From an optimization exercise on the open Yosys and OpenROAD flow, aimed at small area and a short achievable clock period; shortcuts taken in it are not production practice.
RTL that was checked went through simulation tests only; none was proved equivalent to the original.
Power figures rest on the tool's default switching activity, not on a simulated workload.

==> flow/design.v (excerpt) <==
module id_stage_top (
	input  logic         clk,
	input  logic         rst_i,
	input  logic         inst_valid_i,
	input  logic [31:0]  pc_i,
	input  logic [31:0]  inst_i,
	input  logic [31:0]  rf_data1_i,
	input  logic [31:0]  rf_data2_i,
	input  logic [37:0]  ex_fwd_i,
	input  logic [37:0]  mem_fwd_i,
	input  logic         stall_i,
	output logic [11:0]  rf_read_o,
	output logic [32:0]  branch_o,
	output logic [155:0] id_ex_o
);
	logic       lui, auipc, jal, jalr, br, ld, st, opi, op, legal, re1, re2;
	logic [2:0] alusel_unused;
	inst_decoder u_dec (
		.inst_i  (inst_i),
		.lui_o   (lui),
		.auipc_o (auipc),
		.jal_o   (jal),
		.jalr_o  (jalr),
		.br_o    (br),
		.ld_o    (ld),
		.st_o    (st),
		.opi_o   (opi),
		.op_o    (op),
		.legal_o (legal),
		.re1_o   (re1),
		.re2_o   (re2),
		.alusel_o(alusel_unused)
	);
	logic [4:0] rs1, rs2;
	assign rs1 = inst_i[19:15];
	assign rs2 = inst_i[24:20];
	assign rf_read_o = {re1, re2, re1 ? rs1 : 5'd0, re2 ? rs2 : 5'd0};
	logic [31:0] imm_i, imm_s, imm_b, imm_u, imm_j, imm_sh;
	assign imm_i  = {{20{inst_i[31]}}, inst_i[31:20]};
	assign imm_s  = {{20{inst_i[31]}}, inst_i[31:25], inst_i[11:7]};
	assign imm_b  = {{20{inst_i[31]}}, inst_i[7], inst_i[30:25], inst_i[11:8], 1'b0};
	assign imm_u  = {inst_i[31:12], 12'b0};
	assign imm_j  = {{12{inst_i[31]}}, inst_i[19:12], inst_i[20], inst_i[30:21], 1'b0};
  ...
export LEC_CHECK = 0
export ABC_AREA = 1
export CAP_MARGIN = 20
export CORE_MARGIN = 2
export CORE_UTILIZATION = 40
export SETUP_SLACK_MARGIN = 3.0
export SLEW_MARGIN = 20
create_clock -name core_clock -period 12.0 [get_ports {clk}]
standard.sh (not shown) runs the stock make flow with config.mk's settings and CLKGATE_MAP_FILE= SYNTH_SCRIPT=/design/flow/synth_recipe.tcl, a recipe that flattens the netlist after the stock synthesis.
==> flow/flow/run.sh <==
#!/bin/bash
# Standard ORFS layout; the only change is the cell that buffer_ports puts
# on every input and output port (a plain buffer instead of the default
# delay-buffer choice). Every tool's output goes to orfs/logs and flow.log.
set -euo pipefail
export BUFFER_PORTS_ARGS="-buffer_cell sky130_fd_sc_hd__buf_1"
bash standard.sh finish > flow.log 2>&1
Then changed:
--- a/flow/design.v
+++ b/flow/design.v
@@ -262,25 +262,27 @@
 	if (KIND == 2) begin : g_plain
 		assign s_o = a_i + b_i;
 	end else begin : g_pfx
 		assign s_o = p[0] ^ c;
 	end
 endmodule
 module cmp32 (
 	input  logic [31:0] a_i,
 	input  logic [31:0] b_i,
+	input  logic        signed_i,
 	output logic        lt_o,
 	output logic        eq_o
 );
 	logic [31:0] l [6];
 	logic [31:0] e [6];
 	always_comb begin
 		l[0] = ~a_i & b_i;
+		l[0][31] = signed_i ? (a_i[31] & ~b_i[31]) : (~a_i[31] & b_i[31]);
 		e[0] = ~(a_i ^ b_i);
 		for (int k = 1; k < 6; k++) begin
 			l[k] = '0;
 			e[k] = '0;
 			for (int i = 0; i < (32 >> k); i++) begin
 				l[k][i] = l[k-1][2*i+1] | (e[k-1][2*i+1] & l[k-1][2*i]);
 				e[k][i] = e[k-1][2*i+1] & e[k-1][2*i];
 			end
 		end
@@ -350,37 +352,25 @@
 	assign f1_ex  = ex_hit1;
 	assign f1_mem = !ex_hit1 && mem_hit1;
 	assign f1_rf  = !ex_hit1 && !mem_hit1;
 	assign f2_ex  = ex_hit2;
 	assign f2_mem = !ex_hit2 && mem_hit2;
 	assign f2_rf  = !ex_hit2 && !mem_hit2;
 	logic [31:0] f1, f2;
 	assign f1 = ({32{f1_ex}} & ex_d) | ({32{f1_mem}} & mem_d) | ({32{f1_rf}} & rf_data1_i);
 	assign f2 = ({32{f2_ex}} & ex_d) | ({32{f2_mem}} & mem_d) | ({32{f2_rf}} & rf_data2_i);
-	logic eq, lt_u, lt_s, cond;
-	cmp32 u_cmp (.a_i(f1), .b_i(f2), .lt_o(lt_u), .eq_o(eq));
-	assign lt_s = (f1[31] != f2[31]) ? f1[31] : lt_u;
-	always_comb begin
-		case (inst_i[14:12])
-			3'b000:  cond = eq;
-			3'b001:  cond = !eq;
-			3'b100:  cond = lt_s;
-			3'b101:  cond = !lt_s;
-			3'b110:  cond = lt_u;
-			3'b111:  cond = !lt_u;
-			default: cond = 1'b0;
-		endcase
-	end
+	logic eq, lt, cond;
+	cmp32 u_cmp (.a_i(f1), .b_i(f2), .signed_i(!inst_i[13]), .lt_o(lt), .eq_o(eq));
+	assign cond = (inst_i[14] ? lt : eq) ^ inst_i[12];
 	logic        a_rs1;
 	logic [31:0] add_a, add_b, sum;
 	assign a_rs1 = inst_i[6] && !inst_i[3] && inst_i[2];
-	assign add_a = ({32{a_rs1 && f1_ex}} & ex_d) | ({32{a_rs1 && f1_mem}} & mem_d) |
-		({32{a_rs1 && f1_rf}} & rf_data1_i) | ({32{!a_rs1}} & pc_i);
+	assign add_a = a_rs1 ? f1 : pc_i;
 	assign add_b = !inst_i[6] ? imm_u : inst_i[3] ? imm_j : inst_i[2] ? imm_i : imm_b;
 	pfx_add32 #(.KIND(1)) u_add (.a_i(add_a), .b_i(add_b), .s_o(sum));
 	assign branch_o = {inst_valid_i && !stall_i && (jal || jalr || (br && cond)),
 		sum[31:1], sum[0] && !a_rs1};
 	logic [31:0] pc4;
 	logic [31:0] inc_c;   
 	logic [29:0] all1 [6];   
 	always_comb begin
 		all1[0] = pc_i[31:2];
After rerunning: Global-route usage climbs by 0.11 points; area after synthesis drops by 0.35%; cell count drops by 2.5%; critical path depth climbs by 2; worst setup slack degrades by 0.037 ns; count of clock-buffer cells in the layout drops by 1; clock skew is unchanged; final area climbs by 0.62%; via count drops by 2.1%; total power drops by 0.32%.
For the second run of this note, only the layout was checked, not whether the RTL still works.

## re-timing with driven ports
The flow's constraints put no driver on any port. The routed layouts listed below were extracted and timed again, unchanged, in two steps. Step 1: set_driving_cell puts a clkbuf_16 on clk and a buf_2 on each other input, an assumption about the parent block. Step 2 times the ports against the registers' clock, not the clock port: input delays grow and output delays shrink by t, the midpoint of the rising clock arrivals with the driver on. Three values: no drivers, after step 1, after step 2; two values: the first two.
| run | t, ns | slack for setup (ns) | slew at the worst register clock pin (ns) | cell pins on the clock port's net |
|---|---|---|---|---|
| the first run | 0.412 | 3.272 / 3.246 / 3.246 | 0.08 / 0.08 | 1 |
| the second run | 0.412 | 3.235 / 3.214 / 3.214 | 0.09 / 0.09 | 1 |
After both steps every run listed still meets setup and hold. For the first run, which loses most, drivers alone change the setup slack by -0.026 ns; drivers and shift together by -0.026 ns.
